From an optimization exercise on the open Yosys and OpenROAD flow, aimed at small area and a short achievable clock period; shortcuts taken in it are not production practice.
The RTL was checked by simulation tests, not by an equivalence proof against the original design.

==> v37 <==
==> flow/design.v <==
`timescale 1ns/10ps
package conv_geom_pkg;
  localparam int KERNEL_ROWS = 5;
  localparam int LB_BANKS = KERNEL_ROWS - 1;
  localparam int MAX_LINE_W = 64;
  localparam int LINE_ADDR_W = 6;
  typedef logic [LINE_ADDR_W-1:0] line_addr_t;
  typedef logic [LB_BANKS-1:0] bank_sel_t;
  typedef logic [2:0] line_cnt_t;
endpackage
`timescale 1ns/10ps
package conv_pos_pkg;
  typedef logic [5:0] kernel_pos_t;
  function automatic logic line_start(
    input logic cur_sof,
    input logic prev_vld,
    input logic prev_eol
  );
    line_start = cur_sof | (prev_vld & prev_eol);
  endfunction
endpackage
`timescale 1ns/10ps
module conv_ingress_pipe (
    input  wire logic                              clk
  , input  wire logic                              reset_i
  , input  wire logic                              s_tvalid_i
  , input  wire logic                              s_tuser_i
  , input  wire logic                              s_tlast_i
  , input  wire logic                              m_tready_i
  , output logic                                   s_tready_o
  , output logic                                   advance_o
  , output logic                                   hold_o
  , output logic                                   pol_o
  , output logic [4:1]                             sof_hist_o
  , output logic [4:1]                             eol_hist_o
  , output logic [4:1]                             pos_vld_o
  , output logic [7:0]                             sel_lo_o
  , output logic [7:0]                             sel_hi_o
);
  logic                             advance;
  logic [4:1]                       sof_hist_q;
  logic [4:1]                       eol_hist_q;
  logic [4:1]                       pos_vld_q;
  logic                             sol_in;
  logic                             row0_s1_q;
  conv_geom_pkg::line_addr_t        col_s1_q;
  logic [7:0]                       sel_lo_q;
  logic [7:0]                       sel_hi_q;
  logic                             pol_q;
  assign advance    = s_tvalid_i & m_tready_i;
  assign s_tready_o = m_tready_i;
  always_ff @(posedge clk) begin
    if (reset_i) begin
      pos_vld_q  <= '0;
      sof_hist_q <= '0;
      eol_hist_q <= '0;
    end else if (advance) begin
      pos_vld_q  <= {pos_vld_q[3:1], 1'b1};
      sof_hist_q <= {sof_hist_q[3:1], s_tuser_i};
      eol_hist_q <= {eol_hist_q[3:1], s_tlast_i};
    end
  end
  assign sol_in = conv_pos_pkg::line_start(s_tuser_i, pos_vld_q[1], eol_hist_q[1]);
  always_ff @(posedge clk) begin
    if (reset_i) begin
      col_s1_q  <= '0;
      row0_s1_q <= 1'b0;
    end else if (advance) begin
      col_s1_q  <= sol_in ? '0 : col_s1_q + 1'b1;
      row0_s1_q <= s_tuser_i | (row0_s1_q & ~sol_in);
    end
  end
  always_ff @(posedge clk) begin
    if (advance && pos_vld_q[1] && eol_hist_q[1] && row0_s1_q) begin
      for (int i = 0; i < 8; i++) begin
        sel_lo_q[i] <= (col_s1_q[2:0] == i[2:0]);
        sel_hi_q[i] <= (col_s1_q[5:3] == i[2:0]);
      end
    end
  end
  always_ff @(posedge clk) begin
    if (reset_i) begin
      pol_q <= 1'b0;
    end else begin
      pol_q <= ~pol_q;
    end
  end
  assign advance_o  = advance;
  assign hold_o     = ~advance;
  assign pol_o      = pol_q;
  assign sof_hist_o = sof_hist_q;
  assign eol_hist_o = eol_hist_q;
  assign pos_vld_o  = pos_vld_q;
  assign sel_lo_o   = sel_lo_q;
  assign sel_hi_o   = sel_hi_q;
endmodule
`timescale 1ns/10ps
module conv_pos_tracker (
    input  wire logic                              clk
  , input  wire logic                              reset_i
  , input  wire logic                              advance_i
  , input  wire logic [4:1]                        sof_hist_i
  , input  wire logic [4:1]                        eol_hist_i
  , input  wire logic [4:1]                        pos_vld_i
  , output conv_pos_pkg::kernel_pos_t              pos_o
  , output logic                                   centre_vld_o
);
  logic                    pos_w2;
  logic                    pos_w1;
  logic                    pos_e1;
  logic                    pos_e2;
  logic                    sol_s2;
  conv_geom_pkg::line_cnt_t line_cnt_q;
  conv_geom_pkg::line_cnt_t line_cnt_inc;
  conv_geom_pkg::line_cnt_t line_cnt_cur;
  assign pos_w2 = conv_pos_pkg::line_start(sof_hist_i[2], pos_vld_i[3], eol_hist_i[3]);
  assign pos_w1 = pos_vld_i[3]
                & conv_pos_pkg::line_start(sof_hist_i[3], pos_vld_i[4], eol_hist_i[4]);
  assign pos_e1 = pos_vld_i[1] & eol_hist_i[1];
  assign pos_e2 = eol_hist_i[2];
  assign sol_s2 = pos_vld_i[2] & pos_w2;
  assign line_cnt_inc = (line_cnt_q == conv_geom_pkg::line_cnt_t'(conv_geom_pkg::LB_BANKS))
                      ? line_cnt_q
                      : line_cnt_q + 1'b1;
  always_comb begin
    line_cnt_cur = line_cnt_q;
    if (sol_s2) begin
      line_cnt_cur = sof_hist_i[2] ? '0 : line_cnt_inc;
    end
  end
  always_ff @(posedge clk) begin
    if (reset_i) begin
      line_cnt_q <= '0;
    end else if (advance_i && sol_s2) begin
      line_cnt_q <= line_cnt_cur;
    end
  end
  assign pos_o = {
    pos_w2,
    pos_w1,
    pos_e1,
    pos_e2,
    (line_cnt_cur == conv_geom_pkg::line_cnt_t'(2)),
    (line_cnt_cur == conv_geom_pkg::line_cnt_t'(3))
  };
  assign centre_vld_o = (line_cnt_cur >= conv_geom_pkg::line_cnt_t'(2));
endmodule
`timescale 1ns/10ps
module conv_line_store #(
  parameter int PIXEL_W = 8
) (
    input  wire logic                                          clk
  , input  wire logic                                          advance_i
  , input  wire logic                                          hold_i
  , input  wire logic                                          pol_i
  , input  wire logic [PIXEL_W-1:0]                            pix_i
  , input  wire logic [7:0]                                    sel_lo_i
  , input  wire logic [7:0]                                    sel_hi_i
  , output logic [conv_geom_pkg::KERNEL_ROWS*PIXEL_W-1:0]      col_o
);
  localparam int MAXW = conv_geom_pkg::MAX_LINE_W;
  localparam int ROWS = conv_geom_pkg::LB_BANKS;
  logic [PIXEL_W-1:0] pol_w;
  assign pol_w = {PIXEL_W{pol_i}};
  logic [(MAXW+1)*PIXEL_W-1:0] a_t;
  conv_flip_chain #(.N(MAXW+1), .PIXEL_W(PIXEL_W)) u_first (
      .clk    (clk)
    , .load_i (advance_i)
    , .hold_i (hold_i)
    , .d_i    (pix_i ^ pol_w)
    , .q_o    (a_t)
  );
  logic [8*PIXEL_W-1:0] grp;
  logic [PIXEL_W-1:0]   tap [ROWS];
  for (genvar g = 0; g < 8; g++) begin : g_grp
    conv_sel8 #(.PIXEL_W(PIXEL_W)) u_lo (
        .sel_i  (sel_lo_i)
      , .data_i (a_t[(8*g+1)*PIXEL_W +: 8*PIXEL_W])
      , .data_o (grp[g*PIXEL_W +: PIXEL_W])
    );
  end
  conv_sel8 #(.PIXEL_W(PIXEL_W)) u_hi (
      .sel_i  (sel_hi_i)
    , .data_i (grp)
    , .data_o (tap[0])
  );
  logic [PIXEL_W-1:0] b_t [ROWS];
  logic [PIXEL_W-1:0] c_q [ROWS+1];
  always_ff @(posedge clk) begin
    if (advance_i) begin
      c_q[0] <= a_t[1*PIXEL_W +: PIXEL_W] ^ pol_w;
    end
  end
  assign col_o[0 +: PIXEL_W] = c_q[0];
  for (genvar l = 0; l < ROWS; l++) begin : g_line
    conv_flip_chain #(.N(1), .PIXEL_W(PIXEL_W)) u_b (
        .clk    (clk)
      , .load_i (advance_i)
      , .hold_i (hold_i)
      , .d_i    (tap[l])
      , .q_o    (b_t[l])
    );
    always_ff @(posedge clk) begin
      if (advance_i) begin
        c_q[l+1] <= b_t[l] ^ pol_w;
      end
    end
    assign col_o[(l+1)*PIXEL_W +: PIXEL_W] = c_q[l+1];
    if (l + 1 < ROWS) begin : g_delay
      logic [7*PIXEL_W-1:0]  lo_t;
      logic [56*PIXEL_W-1:0] hi_t;
      logic [PIXEL_W-1:0]    lo_out;
      conv_flip_chain #(.N(7), .PIXEL_W(PIXEL_W)) u_lo_chain (
          .clk    (clk)
        , .load_i (advance_i)
        , .hold_i (hold_i)
        , .d_i    (b_t[l])
        , .q_o    (lo_t)
      );
      conv_sel8 #(.PIXEL_W(PIXEL_W)) u_lo_sel (
          .sel_i  (sel_lo_i)
        , .data_i ({lo_t, b_t[l]})
        , .data_o (lo_out)
      );
      conv_flip_chain #(.N(56), .PIXEL_W(PIXEL_W)) u_hi_chain (
          .clk    (clk)
        , .load_i (advance_i)
        , .hold_i (hold_i)
        , .d_i    (lo_out)
        , .q_o    (hi_t)
      );
      logic [8*PIXEL_W-1:0] hi_taps;
      assign hi_taps[0 +: PIXEL_W] = lo_out;
      for (genvar j = 1; j < 8; j++) begin : g_hi_tap
        assign hi_taps[j*PIXEL_W +: PIXEL_W] = hi_t[(8*j-1)*PIXEL_W +: PIXEL_W];
      end
      conv_sel8 #(.PIXEL_W(PIXEL_W)) u_hi_sel (
          .sel_i  (sel_hi_i)
        , .data_i (hi_taps)
        , .data_o (tap[l+1])
      );
    end
  end
endmodule
module conv_flip_chain #(
  parameter int N = 1,
  parameter int PIXEL_W = 8
) (
    input  wire logic                    clk
  , input  wire logic                    load_i
  , input  wire logic                    hold_i
  , input  wire logic [PIXEL_W-1:0]      d_i
  , output logic [N*PIXEL_W-1:0]         q_o
);
  logic [N*PIXEL_W-1:0] q;
  logic [N*PIXEL_W-1:0] prev;
  if (N == 1) begin : g_one
    assign prev = d_i;
  end else begin : g_many
    assign prev = {q[(N-1)*PIXEL_W-1:0], d_i};
  end
  always_ff @(posedge clk) begin
    q <= ~((prev | {N*PIXEL_W{hold_i}}) & (q | {N*PIXEL_W{load_i}}));
  end
  assign q_o = q;
endmodule
module conv_sel8 #(
  parameter int PIXEL_W = 8
) (
    input  wire logic [7:0]              sel_i
  , input  wire logic [8*PIXEL_W-1:0]    data_i
  , output logic [PIXEL_W-1:0]           data_o
);
  always_comb begin
    data_o = '0;
    for (int i = 0; i < 8; i++) begin
      data_o = data_o | (data_i[i*PIXEL_W +: PIXEL_W] & {PIXEL_W{sel_i[i]}});
    end
  end
endmodule
`timescale 1ns/10ps
module conv_col_assembler (
    input  wire logic                                          clk
  , input  wire logic                                          reset_i
  , input  wire logic                                          advance_i
  , input  wire logic                                          pos_vld_i
  , input  wire conv_pos_pkg::kernel_pos_t                     pos_i
  , input  wire logic                                          centre_vld_i
  , output logic                                               col_vld_o
  , output conv_pos_pkg::kernel_pos_t                          col_pos_o
);
  logic                       vc_s3_q;
  conv_pos_pkg::kernel_pos_t  pos_s3_q;
  always_ff @(posedge clk) begin
    if (reset_i) begin
      vc_s3_q <= 1'b0;
    end else if (advance_i) begin
      vc_s3_q <= pos_vld_i & centre_vld_i;
    end
  end
  always_ff @(posedge clk) begin
    if (advance_i) begin
      pos_s3_q <= pos_i;
    end
  end
  assign col_vld_o  = vc_s3_q & advance_i;
  assign col_pos_o  = pos_s3_q;
endmodule
`timescale 1ns/10ps
module conv_top #(
  parameter int PIXEL_W = 8
) (
    input  wire logic                                          clk
  , input  wire logic                                          reset_i
  , input  wire logic                                          s_tvalid_i
  , input  wire logic [PIXEL_W-1:0]                            s_tdata_i
  , input  wire logic                                          s_tuser_i
  , input  wire logic                                          s_tlast_i
  , input  wire logic                                          m_tready_i
  , output logic                                               s_tready_o
  , output logic                                               col_vld_o
  , output logic [5:0]                                         col_pos_o
  , output logic [conv_geom_pkg::KERNEL_ROWS*PIXEL_W-1:0]      col_data_o
);
  logic                                             advance;
  logic                                             hold;
  logic                                             pol;
  logic [4:1]                                       sof_hist;
  logic [4:1]                                       eol_hist;
  logic [4:1]                                       pos_vld;
  conv_pos_pkg::kernel_pos_t                        kernel_pos;
  logic                                             centre_vld;
  logic [7:0]                                       sel_lo;
  logic [7:0]                                       sel_hi;
  conv_ingress_pipe u_ingress (
      .clk          (clk)
    , .reset_i      (reset_i)
    , .s_tvalid_i   (s_tvalid_i)
    , .s_tuser_i    (s_tuser_i)
    , .s_tlast_i    (s_tlast_i)
    , .m_tready_i   (m_tready_i)
    , .s_tready_o   (s_tready_o)
    , .advance_o    (advance)
    , .hold_o       (hold)
    , .pol_o        (pol)
    , .sof_hist_o   (sof_hist)
    , .eol_hist_o   (eol_hist)
    , .pos_vld_o    (pos_vld)
    , .sel_lo_o     (sel_lo)
    , .sel_hi_o     (sel_hi)
  );
  conv_pos_tracker u_tracker (
      .clk          (clk)
    , .reset_i      (reset_i)
    , .advance_i    (advance)
    , .sof_hist_i   (sof_hist)
    , .eol_hist_i   (eol_hist)
    , .pos_vld_i    (pos_vld)
    , .pos_o        (kernel_pos)
    , .centre_vld_o (centre_vld)
  );
  conv_line_store #(.PIXEL_W(PIXEL_W)) u_line_store (
      .clk          (clk)
    , .advance_i    (advance)
    , .hold_i       (hold)
    , .pol_i        (pol)
    , .pix_i        (s_tdata_i)
    , .sel_lo_i     (sel_lo)
    , .sel_hi_i     (sel_hi)
    , .col_o        (col_data_o)
  );
  conv_col_assembler u_assembler (
      .clk          (clk)
    , .reset_i      (reset_i)
    , .advance_i    (advance)
    , .pos_vld_i    (pos_vld[2])
    , .pos_i        (kernel_pos)
    , .centre_vld_i (centre_vld)
    , .col_vld_o    (col_vld_o)
    , .col_pos_o    (col_pos_o)
  );
endmodule
==> flow/run.sh <==
#!/bin/bash
# synth_recipe.tcl (not shown) runs the flow's synth.tcl, then flattens the netlist and writes it again
# the make line also repeats each setting of config.mk as NAME=value (left out here)
make -C /OpenROAD-flow-scripts/flow DESIGN_CONFIG=/design/flow/config.mk WORK_HOME=/design/flow/orfs CLKGATE_MAP_FILE= SYNTH_SCRIPT=/design/flow/synth_recipe.tcl finish
==> flow/config.mk <==
export PLATFORM = sky130hd
export DESIGN_NAME = conv_top
export DESIGN_NICKNAME = conv_top
export VERILOG_FILES = /design/flow/design.v
export SDC_FILE = /design/flow/constraint.sdc
export NUM_CORES = 4
export LEC_CHECK = 0
export CAP_MARGIN = 20
export CORE_MARGIN = 2
export CORE_UTILIZATION = 40
export SETUP_SLACK_MARGIN = 2.5
export SLEW_MARGIN = 20
export SYNTH_HIERARCHICAL = 1
export SYNTH_MINIMUM_KEEP_SIZE = 0
==> flow/constraint.sdc <==
create_clock -name core_clock -period 5.0 [get_ports {clk}]
set_input_delay 1.0000 -clock core_clock [delete_from_list [all_inputs] [get_ports {clk}]]
set_output_delay 1.0000 -clock core_clock [all_outputs]
set_load 0.01 [all_outputs]
==> v32 (differences from v37) <==
==> flow/design.v, changed modules only <==
module conv_line_store #(
  parameter int PIXEL_W = 8
) (
    input  wire logic                                          clk
  , input  wire logic                                          advance_i
  , input  wire logic                                          hold_i
  , input  wire logic                                          pol_i
  , input  wire logic [PIXEL_W-1:0]                            pix_i
  , input  wire logic [7:0]                                    sel_lo_i
  , input  wire logic [7:0]                                    sel_hi_i
  , output logic [conv_geom_pkg::KERNEL_ROWS*PIXEL_W-1:0]      col_o
);
  localparam int MAXW = conv_geom_pkg::MAX_LINE_W;
  localparam int ROWS = conv_geom_pkg::LB_BANKS;
  logic [PIXEL_W-1:0] pol_w;
  assign pol_w = {PIXEL_W{pol_i}};
  logic [2*PIXEL_W-1:0]        a01_t;
  logic [(MAXW-2)*PIXEL_W-1:0] a3_t;
  logic [PIXEL_W-1:0]          c_q [ROWS+1];
  logic [PIXEL_W-1:0]          c_t [ROWS+1];
  logic [MAXW*PIXEL_W-1:0]     tap_in;
  conv_flip_chain #(.N(2), .PIXEL_W(PIXEL_W)) u_first_a (
      .clk    (clk)
    , .load_i (advance_i)
    , .hold_i (hold_i)
    , .d_i    (pix_i ^ pol_w)
    , .q_o    (a01_t)
  );
  conv_out_reg #(.W(PIXEL_W)) u_c0 (
      .clk    (clk)
    , .load_i (advance_i)
    , .d_i    (a01_t[1*PIXEL_W +: PIXEL_W] ^ pol_w)
    , .q_o    (c_q[0])
  );
  assign c_t[0] = c_q[0] ^ pol_w;
  conv_flip_chain #(.N(MAXW-2), .PIXEL_W(PIXEL_W)) u_first_b (
      .clk    (clk)
    , .load_i (advance_i)
    , .hold_i (hold_i)
    , .d_i    (c_t[0])
    , .q_o    (a3_t)
  );
  assign tap_in = {a3_t, c_t[0], a01_t[1*PIXEL_W +: PIXEL_W]};
  assign col_o[0 +: PIXEL_W] = c_q[0];
  logic [8*PIXEL_W-1:0] grp;
  logic [PIXEL_W-1:0]   tap [ROWS];
  for (genvar g = 0; g < 8; g++) begin : g_grp
    conv_sel8 #(.PIXEL_W(PIXEL_W)) u_lo (
        .sel_i  (sel_lo_i)
      , .data_i (tap_in[g*8*PIXEL_W +: 8*PIXEL_W])
      , .data_o (grp[g*PIXEL_W +: PIXEL_W])
    );
  end
  conv_sel8 #(.PIXEL_W(PIXEL_W)) u_hi (
      .sel_i  (sel_hi_i)
    , .data_i (grp)
    , .data_o (tap[0])
  );
  logic [PIXEL_W-1:0] b_t [ROWS];
  for (genvar l = 0; l < ROWS; l++) begin : g_line
    conv_flip_chain #(.N(1), .PIXEL_W(PIXEL_W)) u_b (
        .clk    (clk)
      , .load_i (advance_i)
      , .hold_i (hold_i)
      , .d_i    (tap[l])
      , .q_o    (b_t[l])
    );
    conv_out_reg #(.W(PIXEL_W)) u_c (
        .clk    (clk)
      , .load_i (advance_i)
      , .d_i    (b_t[l] ^ pol_w)
      , .q_o    (c_q[l+1])
    );
    assign c_t[l+1] = c_q[l+1] ^ pol_w;
    assign col_o[(l+1)*PIXEL_W +: PIXEL_W] = c_q[l+1];
    if (l + 1 < ROWS) begin : g_delay
      logic [6*PIXEL_W-1:0]  lo_t;
      logic [56*PIXEL_W-1:0] hi_t;
      logic [PIXEL_W-1:0]    lo_out;
      conv_flip_chain #(.N(6), .PIXEL_W(PIXEL_W)) u_lo_chain (
          .clk    (clk)
        , .load_i (advance_i)
        , .hold_i (hold_i)
        , .d_i    (c_t[l+1])
        , .q_o    (lo_t)
      );
      conv_sel8 #(.PIXEL_W(PIXEL_W)) u_lo_sel (
          .sel_i  (sel_lo_i)
        , .data_i ({lo_t, c_t[l+1], b_t[l]})
        , .data_o (lo_out)
      );
      conv_flip_chain #(.N(56), .PIXEL_W(PIXEL_W)) u_hi_chain (
          .clk    (clk)
        , .load_i (advance_i)
        , .hold_i (hold_i)
        , .d_i    (lo_out)
        , .q_o    (hi_t)
      );
      logic [8*PIXEL_W-1:0] hi_taps;
      assign hi_taps[0 +: PIXEL_W] = lo_out;
      for (genvar j = 1; j < 8; j++) begin : g_hi_tap
        assign hi_taps[j*PIXEL_W +: PIXEL_W] = hi_t[(8*j-1)*PIXEL_W +: PIXEL_W];
      end
      conv_sel8 #(.PIXEL_W(PIXEL_W)) u_hi_sel (
          .sel_i  (sel_hi_i)
        , .data_i (hi_taps)
        , .data_o (tap[l+1])
      );
    end
  end
endmodule
module conv_out_reg #(
  parameter int W = 8
) (
    input  wire logic          clk
  , input  wire logic          load_i
  , input  wire logic [W-1:0]  d_i
  , output logic [W-1:0]       q_o
);
  logic [W-1:0] q;
  logic [W-1:0] nxt;
  conv_pick2 #(.W(W)) u_pick (
      .sel_i (load_i)
    , .a_i   (d_i)
    , .b_i   (q)
    , .y_o   (nxt)
  );
  always_ff @(posedge clk) begin
    q <= nxt;
  end
  assign q_o = q;
endmodule
module conv_pick2 #(
  parameter int W = 8
) (
    input  wire logic          sel_i
  , input  wire logic [W-1:0]  a_i
  , input  wire logic [W-1:0]  b_i
  , output logic [W-1:0]       y_o
);
  assign y_o = sel_i ? a_i : b_i;
endmodule
module conv_col_assembler (
    input  wire logic                                          clk
  , input  wire logic                                          reset_i
  , input  wire logic                                          advance_i
  , input  wire logic                                          s_tvalid_i
  , input  wire logic                                          m_tready_i
  , input  wire logic                                          pos_vld_i
  , input  wire conv_pos_pkg::kernel_pos_t                     pos_i
  , input  wire logic                                          centre_vld_i
  , output logic                                               col_vld_o
  , output conv_pos_pkg::kernel_pos_t                          col_pos_o
);
  logic                       vc_s3_q;
  conv_pos_pkg::kernel_pos_t  pos_s3_q;
  always_ff @(posedge clk) begin
    if (reset_i) begin
      vc_s3_q <= 1'b0;
    end else if (advance_i) begin
      vc_s3_q <= pos_vld_i & centre_vld_i;
    end
  end
  conv_out_reg #(.W(6)) u_pos (
      .clk    (clk)
    , .load_i (advance_i)
    , .d_i    (pos_i)
    , .q_o    (pos_s3_q)
  );
  assign col_vld_o  = vc_s3_q & s_tvalid_i & m_tready_i;
  assign col_pos_o  = pos_s3_q;
endmodule
module conv_top #(
  parameter int PIXEL_W = 8
) (
    input  wire logic                                          clk
  , input  wire logic                                          reset_i
  , input  wire logic                                          s_tvalid_i
  , input  wire logic [PIXEL_W-1:0]                            s_tdata_i
  , input  wire logic                                          s_tuser_i
  , input  wire logic                                          s_tlast_i
  , input  wire logic                                          m_tready_i
  , output logic                                               s_tready_o
  , output logic                                               col_vld_o
  , output logic [5:0]                                         col_pos_o
  , output logic [conv_geom_pkg::KERNEL_ROWS*PIXEL_W-1:0]      col_data_o
);
  logic                                             advance;
  logic                                             hold;
  logic                                             pol;
  logic [4:1]                                       sof_hist;
  logic [4:1]                                       eol_hist;
  logic [4:1]                                       pos_vld;
  conv_pos_pkg::kernel_pos_t                        kernel_pos;
  logic                                             centre_vld;
  logic [7:0]                                       sel_lo;
  logic [7:0]                                       sel_hi;
  conv_ingress_pipe u_ingress (
      .clk          (clk)
    , .reset_i      (reset_i)
    , .s_tvalid_i   (s_tvalid_i)
    , .s_tuser_i    (s_tuser_i)
    , .s_tlast_i    (s_tlast_i)
    , .m_tready_i   (m_tready_i)
    , .s_tready_o   (s_tready_o)
    , .advance_o    (advance)
    , .hold_o       (hold)
    , .pol_o        (pol)
    , .sof_hist_o   (sof_hist)
    , .eol_hist_o   (eol_hist)
    , .pos_vld_o    (pos_vld)
    , .sel_lo_o     (sel_lo)
    , .sel_hi_o     (sel_hi)
  );
  conv_pos_tracker u_tracker (
      .clk          (clk)
    , .reset_i      (reset_i)
    , .advance_i    (advance)
    , .sof_hist_i   (sof_hist)
    , .eol_hist_i   (eol_hist)
    , .pos_vld_i    (pos_vld)
    , .pos_o        (kernel_pos)
    , .centre_vld_o (centre_vld)
  );
  conv_line_store #(.PIXEL_W(PIXEL_W)) u_line_store (
      .clk          (clk)
    , .advance_i    (advance)
    , .hold_i       (hold)
    , .pol_i        (pol)
    , .pix_i        (s_tdata_i)
    , .sel_lo_i     (sel_lo)
    , .sel_hi_i     (sel_hi)
    , .col_o        (col_data_o)
  );
  conv_col_assembler u_assembler (
      .clk          (clk)
    , .reset_i      (reset_i)
    , .advance_i    (advance)
    , .s_tvalid_i   (s_tvalid_i)
    , .m_tready_i   (m_tready_i)
    , .pos_vld_i    (pos_vld[2])
    , .pos_i        (kernel_pos)
    , .centre_vld_i (centre_vld)
    , .col_vld_o    (col_vld_o)
    , .col_pos_o    (col_pos_o)
  );
endmodule
- CORE_UTILIZATION: 40 -> 75
- CTS_CLUSTER_DIAMETER: not set -> 110
- CTS_CLUSTER_SIZE: not set -> 30
- SETUP_SLACK_MARGIN: 2.5 -> 3.3
==> results.cfg <==
[worst_setup_path]
crit_type = in -> out
rr_startpoint = u_ingress.sel_lo_q[7]

[cells_and_area]
seq_cells = 2117
largestRegisters = u_line_store.g_line.g_delay.u_hi_chain.q: 1344 flops, u_line_store.u_first_b.q: 496 flops, u_line_store.g_line.g_delay.u_lo_chain.q: 144 flops

[clock_network]
post_cts_resized = 610
post_cts_buffers = 125

[pwr]
p_comb_uw = 5110

[floorplanning]
dieArea_mm2 = 0.09080

[route]
wl_per_cell_um = 27.39
route.met3.wl_um = 17770

[sta]
rsz0062_at_grt = yes

[yosys]
netlist_area_mm2 = 0.06630

[status]
outcome = timing/DRC/antenna clean
the above is filed under v32

==> results.cfg <==
[cells_and_area]
seq_cells = 2149
dominant_cells = registers
largestRegisters = u_line_store.g_line.g_delay.u_hi_chain.q: 1344 flops, u_line_store.u_first.q: 520 flops, u_line_store.g_line.g_delay.u_lo_chain.q: 168 flops

[worst_setup_path]
crit_type = in -> reg
rr_startpoint = u_ingress.sel_lo_q[1]

[clock_network]
post_cts_buffers = 16
post_cts_resized = 99

[pwr]
p_comb_uw = 3560

[status]
outcome = timing/DRC/antenna clean

[sta]
rsz0062_at_grt = no

[route]
wl_per_cell_um = 18.36
route.met3.wl_um = 7531

[floorplanning]
dieArea_mm2 = 0.1699
the above is filed under v37

[separate check: timing with driven ports]
The results above use ideal ports. As a check the final layouts listed here were re-extracted and re-timed, cells and wires unchanged. Step 1: set_driving_cell puts a clkbuf_16 on clk and a buf_2 on each other input, an assumption about the parent block. Step 2 moves the port delays by t, midway between the first and last clock arrival at a register: inputs arrive t later, outputs are due t later. That takes back most of the time a late clock gives input paths. Slacks: ideal ports / drivers / drivers and shift; pairs: ideal ports / drivers.
run	t, ns	slack for setup (ns)	worst register clock-pin slew, ns	worst data-port slew with drivers (ns)	pins driven straight from the clock port
v37	0.866	2.517 / 2.495 / 1.703	0.07 / 0.07	0.04	1
v32	0.756	2.583 / 2.516 / 2.441	0.12 / 0.12	0.04	1
After both steps setup and hold are still met in every run listed. The setup slack of v37, which loses most, moves by -0.022 ns with the drivers and by -0.814 ns with both steps.
